From an optimization exercise on the open Yosys and OpenROAD flow, aimed at small area, a short achievable clock period and few clock cycles; shortcuts taken in it are not production practice. Function was checked by simulation only, so behaviour that the tests miss may differ from the original. Power and IR drop assume default switching activity.

Setup of run A:
// exec_unit_top
module exec_unit_top #(
  parameter int NUM_REGS = exec_pkg::NUM_REGS
) (
  input wire clk,
  input wire rst,
  input wire psel,
  input wire penable,
  input wire pwrite,
  input wire [exec_pkg::APB_AW-1:0] paddr,
  input wire [31:0] pwdata,
  output logic [31:0] prdata,
  output logic pready,
  output logic pslverr
);
clock: 10.0 ns
lec_check: 0
cap_margin: 20
core_margin: 2
core_utilization: 40
cts_cluster_diameter: 80
cts_cluster_size: 24
place_density: 0.6
setup_slack_margin: 5
slew_margin: 20
standard.sh (not shown) runs the stock make flow with config.mk's settings and CLKGATE_MAP_FILE= SYNTH_SCRIPT=/design/flow/synth_recipe.tcl, a recipe that flattens the netlist after the stock synthesis.
==> flow/flow/run.sh <==
#!/bin/bash
set -euo pipefail
MARGIN=$(cat flow/margin.txt)
bash standard.sh SETUP_SLACK_MARGIN="$MARGIN" \
  BUFFER_PORTS_ARGS="-buffer_cell sky130_fd_sc_hd__buf_4" \
  CTS_ARGS="-sink_clustering_enable -repair_clock_nets -sink_clustering_size 24 -sink_clustering_max_diameter 80 -dont_use_dummy_load" \
  finish > standard_flow.log 2>&1
==> flow/flow/margin.txt <==
6.55
Run A: done, clean on timing, DRC and antenna
Testbench counts of run A, summed over its fixed seeds: cycles 9,648.
## Diff of input files: run B against run A
# run A
export LEC_CHECK = 0
export CAP_MARGIN = 20
export CORE_MARGIN = 2
export CORE_UTILIZATION = 40
export CTS_CLUSTER_DIAMETER = 80
export CTS_CLUSTER_SIZE = 24
export PLACE_DENSITY = 0.6
export SETUP_SLACK_MARGIN = 5
export SLEW_MARGIN = 20
create_clock -name core_clock -period 10.0 [get_ports {clk}]
# run B
export LEC_CHECK = 0
export CAP_MARGIN = 20
export CORE_MARGIN = 2
export CORE_UTILIZATION = 55
export CTS_CLUSTER_DIAMETER = 80
export CTS_CLUSTER_SIZE = 24
export PLACE_DENSITY = 0.7
export SETUP_SLACK_MARGIN = 5
export SLEW_MARGIN = 20
create_clock -name core_clock -period 10.0 [get_ports {clk}]
- Compared to run A, the routing of run B uses less wire.
- Compared with run A, in run B starting density of the core now sits higher; post-placement worst setup slack now larger.
The inputs of run C differ from those of run B as listed below.
# run B
export LEC_CHECK = 0
export CAP_MARGIN = 20
export CORE_MARGIN = 2
export CORE_UTILIZATION = 55
export CTS_CLUSTER_DIAMETER = 80
export CTS_CLUSTER_SIZE = 24
export PLACE_DENSITY = 0.7
export SETUP_SLACK_MARGIN = 5
export SLEW_MARGIN = 20
create_clock -name core_clock -period 10.0 [get_ports {clk}]
# run C
export LEC_CHECK = 0
export CAP_MARGIN = 20
export CORE_MARGIN = 2
export CORE_UTILIZATION = 40
export CTS_CLUSTER_DIAMETER = 80
export CTS_CLUSTER_SIZE = 24
export PLACE_DENSITY = 0.6
export SETUP_SLACK_MARGIN = 5
export SLEW_MARGIN = 20
create_clock -name core_clock -period 10.0 [get_ports {clk}]
==> flow/flow/run.sh <==
#!/bin/bash
set -euo pipefail
read -r MARGIN MARGIN_ROUTE < flow/margin.txt
bash standard.sh SETUP_SLACK_MARGIN="$MARGIN" \
  BUFFER_PORTS_ARGS="-buffer_cell sky130_fd_sc_hd__buf_4" cts > standard_flow_to_cts.log 2>&1
bash standard.sh SETUP_SLACK_MARGIN="$MARGIN_ROUTE" \
  BUFFER_PORTS_ARGS="-buffer_cell sky130_fd_sc_hd__buf_4" finish > standard_flow_finish.log 2>&1
==> flow/flow/margin.txt <==
6.6 6.85
--- outcome ---
Compared with run B, wire length of the first global-routing pass in run C increased by a few percent. Post-CTS setup repair buffer count in run C is 6 higher than in run B. HPWL reported at the end of detailed placement: run C > run B. Higher delay of the slowest critical-path stage among run B and run C: run B. The run showing the greater pin count of the biggest net entering global routing is run B. On run C: cell count is 12% higher than what run B gave. Via count normalized by instance count, run C vs run B: down by more than 10%. Summary: with run B as the reference, combinational power in run C moved up by more than 10%. Compared with run B, placement density in the core of run C is lower. Looking at floorplan die area, run C sits above run B. Against run B, run C comes in 3.0 points lower on sequential share of layout area.
Changes in run D relative to run C:
# run C
export LEC_CHECK = 0
export CAP_MARGIN = 20
export CORE_MARGIN = 2
export CORE_UTILIZATION = 40
export CTS_CLUSTER_DIAMETER = 80
export CTS_CLUSTER_SIZE = 24
export PLACE_DENSITY = 0.6
export SETUP_SLACK_MARGIN = 5
export SLEW_MARGIN = 20
create_clock -name core_clock -period 10.0 [get_ports {clk}]
# run D
export LEC_CHECK = 0
export CAP_MARGIN = 20
export CORE_MARGIN = 2
export CORE_UTILIZATION = 55
export CTS_CLUSTER_DIAMETER = 80
export CTS_CLUSTER_SIZE = 24
export PLACE_DENSITY = 0.7
export SETUP_SLACK_MARGIN = 5
export SLEW_MARGIN = 20
export TNS_END_PERCENT = 20
create_clock -name core_clock -period 10.0 [get_ports {clk}]
==> flow/flow/run.sh <==
#!/bin/bash
set -euo pipefail
MARGIN=$(cat flow/margin.txt)
bash standard.sh SETUP_SLACK_MARGIN="$MARGIN" \
  BUFFER_PORTS_ARGS="-buffer_cell sky130_fd_sc_hd__buf_4" \
  CTS_ARGS="-sink_clustering_enable -repair_clock_nets -sink_clustering_size 24 -sink_clustering_max_diameter 80 -dont_use_dummy_load" \
  finish > standard_flow.log 2>&1
==> flow/flow/margin.txt <==
6.55
Notes after the runs:
Looking only at number of cells traversed by the worst register-to-register path, and setting everything else aside, the lower value of run C and run D goes to run D. Measured against each other, run C and run D differ in inserted tap cell count, the higher figure coming from run C. Going from run C to run D, the buffering overhead was found to have gone down by 2.2 points. The lower fraction of the cycle the final worst path needs came out of run C. Areal power density over the cells across run C and run D: no real change. Summary of run D over run C: critical path depth now smaller; wire length after detailed routing now smaller; register area now smaller; area added between synthesis and finish now smaller; count of clock-buffer cells in the layout now smaller. Run D does worse than run C on worst setup slack.

port drivers added, routing unchanged:
The results above use ideal ports. As a check the final layouts listed here were re-extracted and re-timed, cells and wires unchanged.
Step 1: set_driving_cell puts a clkbuf_16 on clk and a buf_2 on each other input, an assumption about the parent block.
Step 2 moves the port delays by t, midway between the first and last clock arrival at a register: inputs arrive t later, outputs are due t later. That takes back most of the time a late clock gives input paths.
Slacks: ideal ports / drivers / drivers and shift; pairs: ideal ports / drivers.
run	t, ns	slack for setup (ns)	worst setup path at the end	slew at the worst register clock pin (ns)	worst data-port slew with drivers (ns)
run A	0.834	6.304 / 6.304 / 5.791	input to register	0.10 / 0.10	0.05
run B	0.808	6.403 / 6.403 / 5.752	input to register	0.10 / 0.10	0.17
run C	0.872	6.514 / 6.514 / 5.991	input to register	0.10 / 0.10	0.08
run D	0.811	6.311 / 6.275 / 5.770	input to register	0.10 / 0.10	0.17
After both steps every run listed still meets setup and hold. The setup slack of run B, which loses most, moves by 0.000 ns with the drivers and by -0.651 ns with both steps.
